From an optimization exercise on the open Yosys and OpenROAD flow, aimed at small area, a short achievable clock period and few clock cycles; shortcuts taken in it are not production practice.
Function was checked by simulation only, so behaviour that the tests miss may differ from the original.
Power figures rest on the tool's default switching activity, not on a simulated workload.

==> flow/design.v <==
package tpu_pkg;
  localparam int D_DEF      = 4;
  localparam int DATA_W_DEF = 8;
  localparam int ACC_W_DEF  = 8;
endpackage
module tpu_pe_acc (
  input  logic       clk,
  input  logic       clr,
  input  logic [7:0] a,
  input  logic [7:0] a3,
  input  logic [7:0] b,
  output logic [7:0] acc_o
);
  logic [7:0] acc_q, r0, r1;
  logic [7:0] pp0, pp1, pp2, pp3;
  function automatic logic [7:0] ppsel(input logic [1:0] d, input logic [7:0] x,
                                       input logic [7:0] x3);
    logic [7:0] x2;
    x2 = {x[6:0], 1'b0};
    ppsel = ({8{d == 2'd1}} & x) | ({8{d == 2'd2}} & x2) | ({8{d == 2'd3}} & x3);
  endfunction
  assign pp0 = ppsel(b[1:0], a, a3);
  assign pp1 = ppsel(b[3:2], a, a3);
  assign pp2 = ppsel(b[5:4], a, a3);
  assign pp3 = ppsel(b[7:6], a, a3);
  logic t1;
  logic t2;
  logic t3;
  logic t4;
  logic t5;
  logic t6;
  logic t7;
  logic t8;
  logic t9;
  logic t10;
  logic t11;
  logic t12;
  assign t1 = pp0[6] ^ pp1[4];
  assign t2 = pp0[6] & pp1[4];
  assign t3 = pp0[7] ^ pp1[5] ^ pp2[3];
  assign t4 = (pp0[7] & pp1[5]) | (pp0[7] & pp2[3]) | (pp1[5] & pp2[3]);
  assign t5 = pp0[4] ^ pp1[2];
  assign t6 = pp0[4] & pp1[2];
  assign t7 = pp0[5] ^ pp1[3] ^ pp2[1];
  assign t8 = (pp0[5] & pp1[3]) | (pp0[5] & pp2[1]) | (pp1[3] & pp2[1]);
  assign t9 = t1 ^ pp2[2] ^ pp3[0];
  assign t10 = (t1 & pp2[2]) | (t1 & pp3[0]) | (pp2[2] & pp3[0]);
  assign t11 = t3 ^ pp3[1] ^ t2;
  assign t12 = (t3 & pp3[1]) | (t3 & t2) | (pp3[1] & t2);
  assign r0 = {t11, t9, t7, t5, pp0[3], pp0[2], pp0[1], pp0[0]};
  assign r1 = {t10, t8, t6, pp2[0], pp1[1], pp1[0], 1'b0, 1'b0};
  logic [7:0] s_q, c_q;
  always_ff @(posedge clk) begin
    s_q   <= r0;
    c_q   <= r1;
    acc_q <= (clr ? 8'd0 : acc_q) + s_q + c_q;
  end
  assign acc_o = acc_q;
endmodule
module tpu_tiled_core #(
  parameter int ARRAY_DIM = tpu_pkg::D_DEF,
  parameter int DATA_W    = tpu_pkg::DATA_W_DEF,
  parameter int ACC_W     = tpu_pkg::ACC_W_DEF,
  parameter int ADDR_W    = 8,
  parameter int DIM_W     = 4
) (
  input  logic                          clk,
  input  logic                          rst,
  input  logic                          start,
  input  logic [DIM_W-1:0]              m,
  input  logic [DIM_W-1:0]              n,
  input  logic [DIM_W-1:0]              k,
  output logic                          busy,
  output logic                          done,
  output logic [ADDR_W-1:0]             a_index,
  input  logic [ARRAY_DIM*DATA_W-1:0]   a_rdata,
  output logic [ADDR_W-1:0]             b_index,
  input  logic [ARRAY_DIM*DATA_W-1:0]   b_rdata,
  output logic                          o_wr_en,
  output logic [ADDR_W-1:0]             o_index,
  output logic [ARRAY_DIM*ACC_W-1:0]    o_wdata
);
  logic       busy_q, idle_q, done_q, iss_q, first_q, rend_q, lrow_q;
  logic [3:0] k_q, m_q, x_q, rows_q, ncol_q;
  logic [1:0] lane_q;
  logic [7:0] a_idx_q, b_idx_q, o_idx_q, a_add, b_add;
  logic       s1_first, s1_last, s1_final;
  logic [1:0] s1_lane;
  logic [2:0] s1_cm;
  logic       s2_first, s2_last, s2_final;
  logic [7:0] s2_a, a3;
  logic [7:0] a_sel;
  logic [7:0] s2_b [4];
  logic       s3_first, s3_last, s3_final;
  logic       wr_q, fin_q;
  logic [7:0] acc [4];
  logic accept, row_end, last_row, last_tn, final_rd;
  assign accept   = start && idle_q;
  assign row_end  = rend_q;
  assign last_row = lrow_q;
  assign last_tn  = (ncol_q <= 4'd4);
  assign final_rd = iss_q && row_end && last_row && last_tn;
  always_ff @(posedge clk or posedge rst) begin
    if (rst) idle_q <= 1'b1;
    else if (accept) idle_q <= (m == 4'd0 || n == 4'd0 || k == 4'd0);
    else if (fin_q) idle_q <= 1'b1;
  end
  always_ff @(posedge clk or posedge rst) begin
    if (rst) begin
      busy_q   <= 1'b0;
      done_q   <= 1'b0;
      iss_q    <= 1'b0;
      s1_last  <= 1'b0;
      s1_final <= 1'b0;
      s2_last  <= 1'b0;
      s2_final <= 1'b0;
      s3_last  <= 1'b0;
      s3_final <= 1'b0;
      wr_q     <= 1'b0;
      fin_q    <= 1'b0;
    end else begin
      s1_last  <= iss_q && row_end;
      s1_final <= final_rd;
      s2_last  <= s1_last;
      s2_final <= s1_final;
      s3_last  <= s2_last;
      s3_final <= s2_final;
      wr_q     <= s3_last;
      fin_q    <= s3_final;
      if (accept) begin
        if (m == 4'd0 || n == 4'd0 || k == 4'd0) begin
          busy_q <= 1'b0;
          done_q <= 1'b1;
        end else begin
          busy_q <= 1'b1;
          done_q <= 1'b0;
          iss_q  <= 1'b1;
        end
      end else begin
        if (final_rd) iss_q <= 1'b0;
        if (fin_q) begin
          busy_q <= 1'b0;
          done_q <= 1'b1;
        end
      end
    end
  end
  always_comb begin
    if (!row_end) begin
      a_add = lane_q[0] ? 8'hff : 8'h01;
      b_add = lane_q[0] ? 8'hff : 8'h01;
    end else begin
      a_add = (lane_q == 2'd3) ? {4'd0, k_q} : 8'd0;
      b_add = !last_row ? 8'd0 : lane_q[0] ? {4'd0, k_q} : 8'd1;
    end
  end
  always_ff @(posedge clk) begin
    if (idle_q) begin
      k_q     <= k;
      m_q     <= m;
      ncol_q  <= n;
      rows_q  <= m;
      x_q     <= k - 4'd1;
      rend_q  <= (k == 4'd1);
      lrow_q  <= (m == 4'd1);
      lane_q  <= 2'd0;
      first_q <= 1'b1;
      a_idx_q <= 8'd0;
      b_idx_q <= 8'd0;
    end else if (iss_q) begin
      first_q <= row_end;
      a_idx_q <= (row_end && last_row) ? 8'd0 : a_idx_q + a_add;
      b_idx_q <= b_idx_q + b_add;
      if (!row_end) begin
        x_q    <= x_q - 4'd1;
        rend_q <= (x_q == 4'd1);
      end else begin
        x_q    <= k_q - 4'd1;
        rend_q <= (k_q == 4'd1);
        if (last_row) begin
          ncol_q <= ncol_q - 4'd4;
          rows_q <= m_q;
          lrow_q <= (m_q == 4'd1);
          lane_q <= 2'd0;
        end else begin
          rows_q <= rows_q - 4'd1;
          lrow_q <= (rows_q == 4'd2);
          lane_q <= lane_q + 2'd1;
        end
      end
    end
  end
  always_ff @(posedge clk) begin
    if (idle_q) o_idx_q <= 8'd0;
    else if (wr_q) o_idx_q <= o_idx_q + 8'd1;
  end
  always_comb begin
    case (s1_lane)
      2'd0: a_sel = a_rdata[31:24];
      2'd1: a_sel = a_rdata[23:16];
      2'd2: a_sel = a_rdata[15:8];
      default: a_sel = a_rdata[7:0];
    endcase
  end
  always_ff @(posedge clk) begin
    s1_first <= first_q;
    s1_lane  <= lane_q;
    s1_cm    <= {ncol_q > 4'd3, ncol_q > 4'd2, ncol_q > 4'd1};
    s2_first <= s1_first;
    s3_first <= s2_first;
    s2_a     <= a_sel;
    s2_b[0] <= b_rdata[31:24];
    s2_b[1] <= s1_cm[0] ? b_rdata[23:16] : 8'd0;
    s2_b[2] <= s1_cm[1] ? b_rdata[15:8]  : 8'd0;
    s2_b[3] <= s1_cm[2] ? b_rdata[7:0]   : 8'd0;
  end
  assign a3 = s2_a + {s2_a[6:0], 1'b0};
  for (genvar c = 0; c < 4; c++) begin : g_mac
    tpu_pe_acc u_mac (
      .clk   (clk),
      .clr   (s3_first),
      .a     (s2_a),
      .a3    (a3),
      .b     (s2_b[c]),
      .acc_o (acc[c])
    );
  end
  assign busy    = busy_q;
  assign done    = done_q;
  assign a_index = a_idx_q;
  assign b_index = b_idx_q;
  assign o_wr_en = wr_q;
  assign o_index = o_idx_q;
  assign o_wdata = {acc[0], acc[1], acc[2], acc[3]};
endmodule
==> flow/flow/run.sh <==
#!/bin/bash
# Layout flow: the standard flow (standard.sh, synthesis unchanged), with the port
# buffers that the standard flow places on every input and output made buf_2 cells.
set -euo pipefail
bash standard.sh "BUFFER_PORTS_ARGS=-buffer_cell sky130_fd_sc_hd__buf_2" finish > standard_flow.log 2>&1
==> flow/standard.sh <==
#!/bin/bash
# synth_recipe.tcl (not shown) runs the flow's synth.tcl, then flattens the netlist and writes it again
# the make line also repeats each setting of config.mk as NAME=value (left out here)
make -C /OpenROAD-flow-scripts/flow DESIGN_CONFIG=/design/flow/config.mk WORK_HOME=/design/flow/orfs CLKGATE_MAP_FILE= SYNTH_SCRIPT=/design/flow/synth_recipe.tcl "${@:-finish}"
==> flow/config.mk <==
export PLATFORM = sky130hd
export DESIGN_NAME = tpu_tiled_core
export DESIGN_NICKNAME = tpu_tiled_core
export VERILOG_FILES = /design/flow/design.v
export SDC_FILE = /design/flow/constraint.sdc
export NUM_CORES = 4
export LEC_CHECK = 0
export CAP_MARGIN = 20
export CORE_MARGIN = 2
export CORE_UTILIZATION = 40
export SLEW_MARGIN = 75
==> flow/constraint.sdc <==
create_clock -name core_clock -period 10.0 [get_ports {clk}]
set_input_delay 2.0000 -clock core_clock [delete_from_list [all_inputs] [get_ports {clk}]]
set_output_delay 2.0000 -clock core_clock [all_outputs]
set_load 0.01 [all_outputs]
==> results.yml <==
clocking:
  tritoncts: "yes"
  htreeDepth: 4
  cts.sinks: 197
  clockBufferDepth: 2
  clkTransAtPathRegs_ns: 0.07
  postCtsSetupBuffers: 0
  worstSkewPairLatency_ns: 0.43
  postCtsHoldBufs: 0
  post_cts_resized: 0
  cts_buffers: 17
  cts-root-buf: "clkbuf_16"
power:
  total_power_mw: 4.80
  p_sw_share_pct: 40.4
  pwr-share-comb_pct: 56.0
  p_int_mw: 2.87
  power.leakage_nw: 5.43
  p_sw_mw: 1.94
  peakVddDrop_mv: 0.188
  power_density_mw_per_mm2: 398
  power_frac_seq_pct: 30.2
  clkPwrFrac_pct: 13.9
placed_design:
  dp_hpwl_um: 16000
  port_buffers: 137
  gp_congestion: 0.816
  dp.cells: 1422
grt:
  globalRouteOverflowTotal: 0
  grtUsageTotal_pct: 16.6
  grt_pass1_vias: 7129
  grt_pass1_wl_um: 35800
  grt_antenna_before_repair: 3
  grt_max_degree: 55
synthesis:
  synth-seq-area-share_pct: 40.9
  synthMuxAreaShare_pct: 7.74
  syn_inst: 989
  synth_xor_area_share_pct: 6.21
  syn_avg_cell_area_sq_um: 10.5
  ys_ff_latch: 197
  synth_top_family_by_area: "adder cells"
  yosys_warnings: 5
  synth_edf_count: 22
  synth_simple_gate_area_share_pct: 12.9
  ys.flop_type: "dfxtp_1"
  synth_area_sq_mm: 0.0103
  synth-adder-area-share_pct: 15.5
  synth_compound_area_share_pct: 12.4
  async_reset_ff_share_pct: 6.09
  syn_nets: 1175
  synth_cell_type_count: 56
critical_path:
  start_kind: "register"
  endpoint_kind: "register"
  critical_path_class: "register to register"
  worstPathArrival_ns: 3.51
  critPathMaxFanout: 27
  critPathRequiredTime_ns: 10.36
floorplanning:
  io_pins: 138
  die_w_um: 165
  coreArea_sq_mm: 0.0253
  initial_core_util_pct: 40.9
  std_cell_rows: 58
  die_y_um: 165
  fp.dieArea_sq_mm: 0.0271
layout:
  nets: 1297
  final-instance-count-excl-fill: 1456
  drive_gt1_share_pct: 25.0
  area_growth_pct: 16.7
  fin_util_pct: 47.7
sta:
  max_slew.worst_pin.slew_ns: 0.338
  finalHoldViolCount: 0
  rsz0062_at_grt: "no"
  setup-violations-final: 0
  fmax_ghz: 0.318
  period_needed_ns: 3.15
  drv_slew: 0
  fin_tns_setup_ns: 0
  relSlewSlack_pct: 77.3
  finClkSkew_ns: 0.0106
  finalCritPeriodShare_pct: 31.5
drt:
  routedWlPerCell_um: 14.9
  remaining_drc_errors: 0
  avgViaCountPerCell: 4.99
  vias: 7259
  drt_iter0_markers: 304
  wirelength_um: 21700
  ant_nets: 0
  drt-pass1-iter-count: 4
run_status:
  run_status: "finished clean"
min_path:
  min_path_type: "register to register"
job:
  drv_cap: 0
layout by cell type, fill, tap and decap left out, types with 9 or more instances in the layout:
cell / instances
clkbuf_16: 17
a21o_1: 13
or3_1: 10
nand2_1: 48
mux2_2: 39
fa_1: 34
xnor2_1: 51
a21oi_1: 57
dfxtp_2: 16
edfxtp_1: 22
nor2_1: 40
xor2_1: 9
dfxtp_1: 146
nand2b_1: 12
ha_1: 70
nor2b_1: 38
buf_2: 145
o21ai_0: 34
dfrtp_1: 10
inv_1: 62
a22o_1: 49
and2_1: 42
mux2i_1: 18
layer usage:
metal,track usage [%],vias to the layer above,part of all wire [%]
met1,22.6,3449,48
li1,-,3644,-
met2,27.1,150,46
met3,3.42,14,4.8
met4,4.31,2,1.2
met5,0,-,0.060
worst max-delay path, stage by stage, from the launching register on:
cell and delay [ns]:
dfxtp_1 0.31, buf_4 0.31, ha_1 0.29, a21o_1 0.16, a21oi_1 0.28, o21bai_1 0.12, a21oi_1 0.25, xor2_2 0.28
o21ai_0 0.20, ha_1 0.25, xnor2_1 0.18, xnor2_1 0.18, xnor2_2 0.15, xnor2_1 0.13
power by group through the flow:
stage | sequential (mW) | combinational, mW | clock (mW)
2_1_floorplan | 1.40 | 2.05 | 0
3_3_place_gp | 1.47 | 2.54 | 0
3_5_place_dp | 1.47 | 2.70 | 0
4_1_cts | 1.45 | 2.72 | 0.685
5_1_grt | 1.50 | 3.06 | 0.717
6_report | 1.45 | 2.69 | 0.666
logic make-up (layout without fill, tap and decap cells):
group | Yosys count | after routing
adders and majority gates | 107 | 107
AOI/OAI and AO/OA | 192 | 192
DFF | 197 | 197
buffers and inverters | 114 | 248
and+or+nand+nor | 245 | 245
other | 0 | 3
muxes | 65 | 65
xor gates and xnor gates | 69 | 69
layout make-up:
| type | count | area [sq um] |
|---|---|---|
| repair buffers | 154 | 811 |
| clock inverters | 12 | 116 |
| multi-input cells | 678 | 5780 |
| inverters | 63 | 236 |
| flip-flops and latches | 197 | 4250 |
| diodes | 3 | 7.51 |
| well taps | 330 | 413 |
| fillers | 2369 | 13200 |
| clock buffers | 19 | 443 |
per-stage QoR:
step,setup WS (ns),cell area (sq um),hold WS (ns)
after CTS,6.85,12000,0.336
after global placement,6.54,11300,0.312
final,6.85,12100,0.330
after global routing,6.61,12100,0.349
after detailed placement,6.43,11500,0.318
after floorplan,6.87,10300,0.310
cells in the mapped netlist, types with 35 or more instances:
cell type	n	area, sq um
a22o_1	49	429
fa_1	35	701
nor2_1	41	154
nand2_1	48	180
a21oi_1	58	290
clkbuf_1	37	139
nor2b_1	46	288
dfxtp_1	163	3260
xnor2_1	54	473
mux2_2	39	439
inv_1	63	236
ha_1	72	901
and2_1	42	263
sequential cells by signal, indices dropped and copies added (netlist names), 8 cells and up:
| name | count |
|---|---|
| o_idx_q | 8 |
| g_mac.u_mac.s_q | 32 |
| a_idx_q | 8 |
| s2_a | 8 |
| g_mac.u_mac.acc_q | 32 |
| g_mac.u_mac.c_q | 24 |
| b_idx_q | 8 |
| s2_b | 32 |
worst paths after layout:
| check | end | slack (ns) | cells after the start | start |
|---|---|---|---|---|
| setup reg to reg | g_mac[2].u_mac.s_q[7] | 6.85 | 13 | s2_a[2] |
| hold reg to reg | s2_first | 0.33 | 0 | s1_first |
| min in group asynchronous | wr_q | 1.49 | 2 | rst |
| hold / removal | s2_first | 0.33 | 0 | s1_first |
| setup / recovery | g_mac[2].u_mac.s_q[7] | 6.85 | 13 | s2_a[2] |
| max in group asynchronous | idle_q | 8.24 | 2 | rst |
Testbench counts, summed over its fixed seeds: cycles 20,343.

[port drivers added, routing unchanged]
How much do the figures lean on ideal ports? The routed layout below was timed once more, with nothing changed but the port constraints. Step 1 (the two cells are an assumption about what drives the block):
set clk [get_ports {clk}]
set_driving_cell -lib_cell sky130_fd_sc_hd__clkbuf_16 $clk
set_driving_cell -lib_cell sky130_fd_sc_hd__buf_2 [delete_from_list [all_inputs] $clk]
Step 2 moves the port delays by t, midway between the first and last clock arrival at a register: inputs arrive t later, outputs are due t later. That takes back most of the time a late clock gives input paths. Slacks: ideal / step 1 / step 2; pairs: ideal / step 1.
t (ns): 0.475
setup slack, ns: 6.853 / 6.853 / 6.407
slew at the worst register clock pin (ns): 0.08 / 0.08
After both steps setup and hold are still met in this run. For this run, drivers alone change the setup slack by 0.000 ns; drivers and shift together by -0.446 ns.
